This design comes from an exercise in tuning for small area, a short achievable clock period and few clock cycles on the open sky130 flow, not from production work.
Function was checked by simulation only, so behaviour that the tests miss may differ from the original.
No activity file was given, so power comes from the tool's default toggle rates.

$ cat flow/run.sh
#!/bin/bash
# synth_recipe.tcl (not shown) runs the flow's synth.tcl, then flattens the netlist and writes it again
# the make line also repeats each setting of config.mk as NAME=value (left out here)
make -C /OpenROAD-flow-scripts/flow DESIGN_CONFIG=/design/flow/config.mk WORK_HOME=/design/flow/orfs CLKGATE_MAP_FILE= SYNTH_SCRIPT=/design/flow/synth_recipe.tcl finish
$ cat flow/config.mk
export PLATFORM = sky130hd
export DESIGN_NAME = ProcessingElement
export DESIGN_NICKNAME = ProcessingElement
export VERILOG_FILES = /design/flow/design.v
export SDC_FILE = /design/flow/constraint.sdc
export NUM_CORES = 4
export LEC_CHECK = 0
export CAP_MARGIN = 20
export CORE_MARGIN = 2
export CORE_UTILIZATION = 40
export SLEW_MARGIN = 20
$ cat flow/constraint.sdc
create_clock -name core_clock -period 8.0 [get_ports {i_clk}]
set_input_delay 1.6000 -clock core_clock [delete_from_list [all_inputs] [get_ports {i_clk}]]
set_output_delay 1.6000 -clock core_clock [all_outputs]
set_load 0.01 [all_outputs]
$ cat flow/design.v
package PECfg;
    localparam int PixWd = 8;
    localparam int PsumWd = 20;
    typedef logic signed [PixWd-1:0] Pix;
    typedef logic signed [PsumWd-1:0] Psum;
    localparam int DefMaxFiltW = 4;
    localparam int DefMaxOutW = 16;
    localparam int DefMaxCh = 4;
endpackage
package PECtlCfg;
    typedef enum logic [2:0] {
        StIdle,
        StLoad,
        StCompute,
        StFlush,
        StDrain
    } CtlState;
    typedef enum logic {
        PsumZero,
        PsumRead
    } PsumInit;
endpackage
`timescale 1ns/1ps
module ProcessingElement #(
    parameter int MaxFiltW = PECfg::DefMaxFiltW,
    parameter int MaxOutW  = PECfg::DefMaxOutW,
    parameter int MaxCh    = PECfg::DefMaxCh
) (
    input  logic                         i_clk,
    input  logic                         i_rstN,
    input  logic                         i_start,
    input  logic [$clog2(MaxFiltW+1)-1:0] i_filtW,
    input  logic [$clog2(MaxOutW+1)-1:0]  i_outW,
    input  logic [$clog2(MaxCh+1)-1:0]    i_numCh,
    input  logic                         i_ipixValid,
    input  PECfg::Pix                    i_ipix,
    input  logic                         i_wpixValid,
    input  PECfg::Pix                    i_wpix,
    output logic                         o_fwdValid,
    output PECfg::Pix                    o_fwdPix,
    output logic                         o_psumValid,
    output PECfg::Psum                   o_psum,
    output logic                         o_done
);
    localparam int NPix = 76;    
    localparam int NPs  = 16;    
    logic [1:0] cC1, cF1;
    logic [3:0] cW1;
    logic [4:0] cR1;
    logic       run;             
    logic       pMore, wMore;    
    logic [4:0] pI;
    logic [1:0] pCh;
    logic [1:0] wJ, wC;          
    logic [2:0] wChDone;         
    logic [6:0] skipCnt;         
    logic       fwdValid, pTake;
    logic [7:0] fwdPix;
    logic       fb, rep, repFin;
    logic [NPix*8-1:0] chain;
    logic [127:0] wslot;
    logic [4:0] eI;
    logic [1:0] eCh;
    logic               aV, aFirst, aLast;
    logic signed [17:0] dotR;
    logic [NPs*20-1:0] ring;
    logic [4:0]  finCnt, dCnt, q;
    logic        psumValid, dLastR, doneR;
    logic [19:0] outR;
    logic        avail, qOk, drainNow, drRot, ringEn, engDone, finStep, lastDrain;
    logic startNow, accP, accW, pRowEnd, pLast, wLast, pMoreN, wMoreN;
    assign startNow = i_start && !run;
    assign accP     = i_ipixValid && pMore;
    assign accW     = i_wpixValid && wMore;
    assign pRowEnd  = (pI == cR1);
    assign pLast    = pRowEnd && (pCh == cC1);
    assign wLast    = (wJ == 2'd0) && (wC == cC1);
    assign pMoreN   = pMore && !(accP && pLast);
    assign wMoreN   = wMore && !(accW && wLast);
    always_ff @(posedge i_clk) begin
        if (startNow) begin
            cC1 <= 2'(i_numCh - 3'd1);
            cF1 <= 2'(i_filtW - 3'd1);
            cW1 <= 4'(i_outW - 5'd1);
            cR1 <= i_outW + 5'(i_filtW) - 5'd2;
        end
    end
    always_ff @(posedge i_clk) begin
        if (startNow) begin
            pI      <= '0;
            pCh     <= '0;
            wJ      <= 2'(i_filtW - 3'd1);
            wC      <= '0;
            wChDone <= '0;
        end else begin
            if (accP) begin
                pI  <= pRowEnd ? 5'd0 : pI + 5'd1;
                pCh <= pCh + 2'(pRowEnd);
            end
            if (accW) begin
                if (wJ == 2'd0) begin
                    wJ      <= cF1;
                    wC      <= wC + 2'd1;
                    wChDone <= wChDone + 3'd1;
                end else begin
                    wJ <= wJ - 2'd1;
                end
            end
        end
    end
    for (genvar k = 0; k < 16; k++) begin : g_wslot
        always_ff @(posedge i_clk) begin
            if (accW && {wC, wJ} == 4'(k)) wslot[8*k +: 8] <= i_wpix;
        end
    end
    logic       ldDone, repRot, evX, winFull, wOK, stepReq, step, eRowEnd;
    logic [7:0] X;
    assign ldDone  = run && !pMore && !wMore;
    assign repRot  = rep && !repFin;
    assign evX     = rep ? (repRot && skipCnt == 7'd0) : pTake;
    assign X       = rep ? chain[7:0] : fwdPix;
    assign winFull = (eI >= 5'(cF1));
    assign wOK     = (3'(eCh) < wChDone);
    assign stepReq = evX && winFull && (rep || !fb);
    assign step    = stepReq && (rep || wOK);
    assign eRowEnd = (eI == cR1);
    always_ff @(posedge i_clk) begin
        fwdPix <= i_ipix;
        if (!i_rstN) begin
            fwdValid <= 1'b0;
            pTake    <= 1'b0;
            run      <= 1'b0;
            pMore    <= 1'b0;
            wMore    <= 1'b0;
            fb       <= 1'b0;
            rep      <= 1'b0;
            repFin   <= 1'b0;
        end else begin
            fwdValid <= i_ipixValid;
            pTake    <= accP;
            if (startNow) begin
                run    <= 1'b1;
                pMore  <= 1'b1;
                wMore  <= 1'b1;
                fb     <= 1'b0;
                rep    <= 1'b0;
                repFin <= 1'b0;
            end else begin
                pMore <= pMoreN;
                wMore <= wMoreN;
                if (lastDrain) run <= 1'b0;
                if (stepReq && !rep && !wOK) fb <= 1'b1;
                if (ldDone && fb && !rep) rep <= 1'b1;
                if (rep && evX && eRowEnd && eCh == cC1) repFin <= 1'b1;
            end
        end
    end
    always_ff @(posedge i_clk) begin
        if (pTake || repRot) chain <= {X, chain[NPix*8-1:8]};
    end
    always_ff @(posedge i_clk) begin
        if (startNow) begin
            skipCnt <= 7'(NPix);
        end else if (pTake || (repRot && skipCnt != 7'd0)) begin
            skipCnt <= skipCnt - 7'd1;
        end
    end
    always_ff @(posedge i_clk) begin
        if (startNow || (ldDone && fb && !rep)) begin
            eI  <= '0;
            eCh <= '0;
        end else if (evX) begin
            eI  <= eRowEnd ? 5'd0 : eI + 5'd1;
            eCh <= eCh + 2'(eRowEnd);
        end
    end
    logic signed [7:0]  win [4];
    logic signed [7:0]  tw  [4];
    logic signed [17:0] dot;
    assign win[0] = X;
    assign win[1] = chain[75*8 +: 8];
    assign win[2] = chain[74*8 +: 8];
    assign win[3] = chain[73*8 +: 8];
    for (genvar j = 0; j < 4; j++) begin : g_tap
        assign tw[j] = (2'(j) <= cF1) ? wslot[8*(4*eCh + j) +: 8] : 8'sd0;
    end
    assign dot = 18'(win[0] * tw[0]) + 18'(win[1] * tw[1])
               + 18'(win[2] * tw[2]) + 18'(win[3] * tw[3]);
    always_ff @(posedge i_clk) begin
        dotR   <= dot;
        aFirst <= (eCh == 2'd0);
        aLast  <= (eCh == cC1);
        if (!i_rstN) aV <= 1'b0;
        else         aV <= step;
    end
    logic [19:0] base, addv, newv;
    assign engDone  = (finCnt == 5'(cW1) + 5'd1);
    assign avail    = (dCnt < finCnt);
    assign qOk      = (q < 5'd4);
    assign drainNow = run && (ldDone || (!pMoreN && !wMoreN)) && avail && qOk;
    assign drRot    = run && ldDone && engDone && avail && qOk;
    assign ringEn   = aV || drRot;
    assign finStep  = aV && aLast;
    assign lastDrain = drainNow && (dCnt == 5'(cW1));
    assign base = (aV && aFirst) ? 20'd0 : ring[19:0];
    assign addv = aV ? 20'(dotR) : 20'd0;
    assign newv = base + addv;
    for (genvar k = 0; k < NPs; k++) begin : g_ring
        if (k < 3) begin : g_lo
            always_ff @(posedge i_clk) begin
                if (ringEn) ring[20*k +: 20] <= ring[20*(k+1) +: 20];
            end
        end else if (k == NPs - 1) begin : g_top
            always_ff @(posedge i_clk) begin
                if (ringEn) ring[20*k +: 20] <= newv;
            end
        end else begin : g_mid
            always_ff @(posedge i_clk) begin
                if (ringEn) ring[20*k +: 20] <= (cW1 <= 4'(k)) ? newv : ring[20*(k+1) +: 20];
            end
        end
    end
    always_ff @(posedge i_clk) begin
        if (startNow) begin
            finCnt <= '0;
            dCnt   <= '0;
            q      <= i_outW;
        end else if (ldDone && fb && !rep) begin
            finCnt <= '0;
            dCnt   <= '0;
            q      <= 5'(cW1) + 5'd1;
        end else begin
            if (finStep) finCnt <= finCnt + 5'd1;
            if (drainNow) dCnt <= dCnt + 5'd1;
            q <= q - 5'(finStep || drRot) + 5'(drainNow);
        end
    end
    always_ff @(posedge i_clk) begin
        outR <= ring[20*q[1:0] +: 20];
        if (!i_rstN) begin
            psumValid <= 1'b0;
            dLastR    <= 1'b0;
            doneR     <= 1'b0;
        end else begin
            psumValid <= drainNow;
            dLastR    <= lastDrain;
            doneR     <= dLastR;
        end
    end
    assign o_fwdValid  = fwdValid;
    assign o_fwdPix    = fwdPix;
    assign o_psumValid = psumValid;
    assign o_psum      = outR;
    assign o_done      = doneR;
endmodule
==> notes.md <==
-- critical path, cell delays in order, from the launching register on --
cell	delay, ns
dfxtp_4	0.42
buf_4	0.19
mux4_2	0.50
and3_1	0.33
and2_1	0.24
fa_1	0.50
fa_1	0.51
inv_1	0.05
fa_1	0.53
inv_1	0.05
fa_1	0.48
fa_1	0.59
fa_1	0.43
fa_1	0.49
inv_1	0.05
fa_1	0.54
inv_1	0.06
ha_1	0.29
a21o_1	0.16
a21o_1	0.18
a2111oi_1	0.36
a21oi_1	0.12
a31o_2	0.26
a21oi_1	0.17
xnor2_1	0.17
-- sequential cells by signal (all words and copies together), names as in the netlist, 2 cells and up --
name	count
eI	5
wslot	128
cR1	5
q	5
wJ	2
wChDone	3
cW1	4
cC1	2
eCh	2
pCh	2
fwdPix	8
wC	2
dotR	18
dCnt	5
cF1	2
pI	5
finCnt	5
outR	20
chain	608
ring	320
skipCnt	7
-- metal layers --
metal  vias to the layer above  track usage  wire, µm
met5                         -            0         0
li1                      12513            -         -
met3                       135       0.0262      3970
met2                       404        0.220     43300
met1                     13366        0.214     46200
met4                         0       0.0441      2490
-- power by group --
part | switching [mW] | internal [mW]
combinational | 4.43 | 3.48
sequential | 0.0709 | 6.92
clock | 2.37 | 3.03
-- cell usage in the layout, fill, tap and decap left out, types with 21 or more instances in the layout --
cell             instances
buf_4                   65
o21ai_0                197
inv_1                  473
clkbuf_16              119
xnor2_1                 67
edfxtp_1              1071
a21oi_1                 88
dfxtp_1                 99
mux4_2                  50
nor2_1                 152
and2_1                 123
clkinv_2                24
nand2_1                370
clkdlybuf4s50_1         61
xor2_1                  34
fa_1                   320
ha_1                   151
and3_1                  36
clkinv_1                21
-- logic make-up after synthesis --
family                   after synthesis
flip-flops                          1172
AND/OR/NAND/NOR                      789
buffers and inverters                589
adder cells (fa/ha/maj)              472
AO/OA/AOI/OAI                        370
XOR/XNOR                             102
multiplexers                          76
-- worst paths after layout --
| path | startpoint | to | slack, ns | depth (start not counted) |
|---|---|---|---|---|
| worst min-delay path | chain[515] | chain[507] | 0.39 | 0 |
| worst max-delay path | eCh[0] | dotR[16] | 0.22 | 24 |
| worst max register to register | eCh[0] | dotR[16] | 0.22 | 24 |
| worst min register to register | chain[515] | chain[507] | 0.39 | 0 |
-- metrics by stage --
stage	TNS [ns]	utilization	total power, mW	hold WS (ns)
final	0	0.456	20.3	0.394
after global routing	-0.00237	0.456	21.6	0.388
after CTS	0	0.455	20.4	0.380
after detailed placement	-0.0176	0.426	14.9	0.405
after global placement	-0.0122	0.426	14.8	0.402
after floorplan	-522.25	-	12.1	0.400
-- area by class of cell --
cell class / count / area, µm² / area share
clock buffers: 146 / 3170 / 0.0530
multi-input cells: 1809 / 16400 / 0.275
repair buffers: 136 / 1300 / 0.0217
clock inverters: 72 / 666 / 0.0111
flip-flops and latches: 1172 / 34200 / 0.572
inverters: 477 / 1810 / 0.0302
well taps: 1755 / 2200 / 0.0367
-- timing repair --
item,in CTS,in global routing
hold endpoints to repair,0,0
setup buffers,0,5
endpoints found under the setup margin,1,4
pin swaps,0,0
gates resized for setup,2,15
==> results.sh <==
export IMPL_place_area_um2=55800
export IMPL_drtIter0Drc=2079
export IMPL_htreeDepth=3
export IMPL_async_flop_share=0
export IMPL_numPortBuffers=61
export IMPL_fin_crit_ns=7.78
export IMPL_synth_simple_area_share=0.0684
export IMPL_clock_latency_ns=0.75
export IMPL_synth_top_family_by_area="adder cells"
export IMPL_cp_end_kind="flip-flop"
export IMPL_grt_pass1_wl_mm=153
export IMPL_syn_area_per_cell_um2=14.8
export IMPL_post_synth_fa_ha_maj_area_fraction=0.158
export IMPL_n_fill_cell=11578
export IMPL_synth_top_area_frac=0.609
export IMPL_powerDensity_nw_per_um2=340
export IMPL_synth_compound_area_frac=0.0403
export IMPL_peakVddDrop_v=0.000690
export IMPL_synth_fp_nets=4074
export IMPL_synth_area_um2=52800
export IMPL_drv_slew=0
export IMPL_worstMarginPinSlew_ns=1.06
export IMPL_placed_cells=5344
export IMPL_crit_required_ns=8.65
export IMPL_core_um2=131000
export IMPL_area_delta_synth_final_pct=13.3
export IMPL_yosys_top_cells_count="1071 x edfxtp_1, 474 x inv_1, 372 x nand2_1"
export IMPL_yosysWarnings=3
export IMPL_critPathLaunchType="flip-flop"
export IMPL_grt_max_degree=207
export IMPL_routedWlPerCell_um=17.2
export IMPL_dr_pass1_iters=5
export IMPL_synth_main_ff_cell="edfxtp_1"
export IMPL_final_area_um2=59800
export IMPL_num_vias=26418
export IMPL_crit_arrival_ns=8.43
export IMPL_critPathKind="reg -> reg"
export IMPL_status="finished clean"
export IMPL_hold_path_class="reg -> reg"
export IMPL_ys_ff_latch=1172
export IMPL_path_max_fanout=8
export IMPL_pin_count=63
export IMPL_ys_seq_area_frac=0.648
export IMPL_cts_hold_buf=0
export IMPL_yosysTopAreaCell="edfxtp_1"
export IMPL_drc=0
export IMPL_fin_nets=4215
export IMPL_die_w_um=367
export IMPL_drive_above_1_share=0.0986
export IMPL_grtUsageTotal=0.145
export IMPL_numCtsBuffers=115
export IMPL_finClkSkew_ns=0.0654
export IMPL_synthXorXnorAreaFrac=0.0169
export IMPL_muxShareOfSynthArea=0.0265
export IMPL_cts_tree="yes"
export IMPL_place_detailed_hpwl_mm=63.4
export IMPL_first_global_vias=26753
export IMPL_clock_path_buffers=3
export IMPL_rows=133
export IMPL_diodes=0
export IMPL_routed_wl_mm=96.0
export IMPL_grt_ovfl_total=0
export IMPL_root_buffer="clkbuf_16"
export IMPL_grt_antenna_before_repair=0
export IMPL_synth_area_top_cells="edfxtp_1 61%, fa_1 12%, dfxtp_1 3.8%"
export IMPL_fin_cells=5567
export IMPL_start_util=0.402
export IMPL_layout_setup_ws_ns=0.216
export IMPL_fmax_mhz=128
export IMPL_drtAntennaViolNets=0
export IMPL_clkTransAtPathRegs_ns=0.06
export IMPL_hold_viol_final=0
export IMPL_setup_viol=0
export IMPL_syn_inst=3570
export IMPL_place_ws_ns=-0.0176
export IMPL_cap_viol_max_count=0
export IMPL_cts_sinks=1172
export IMPL_die_h_um=367
export IMPL_synth_edf_count=1071
export IMPL_p_leak_nw=22.2
export IMPL_viasPerCell=4.75
export IMPL_slew_headroom=0.294
export IMPL_routabilityCongestion=0.824
export IMPL_synth_most_common_cell="edfxtp_1"
export IMPL_synthDistinctLibCells=65
export IMPL_post_route_period_util=0.973
export IMPL_die_area_um2=135000
Testbench counts, summed over its fixed seeds: cycles 8,101.

port drivers added, routing unchanged:
No port has a modelled driver above. Below, the same layout with a new extraction and two added sets of constraints. Step 1 assumes that a clkbuf_16 drives the clock port and a buf_2 every other input. Step 2 times the ports against the registers' clock, not the clock port: input delays grow and output delays shrink by t, the midpoint of the rising clock arrivals with the driver on. Three values: no drivers, after step 1, after step 2; two values: the first two.
t, ns: 0.795
setup WS [ns]: 0.216 / 0.216 / 0.216
hold slack, ns: 0.394 / 0.394 / 0.394
worst register clock-pin slew, ns: 0.07 / 0.07
worst data-port slew with drivers (ns): 0.03
After both steps setup and hold are still met in this run. The setup slack of this run moves by 0.000 ns with the drivers and by 0.000 ns with both steps.
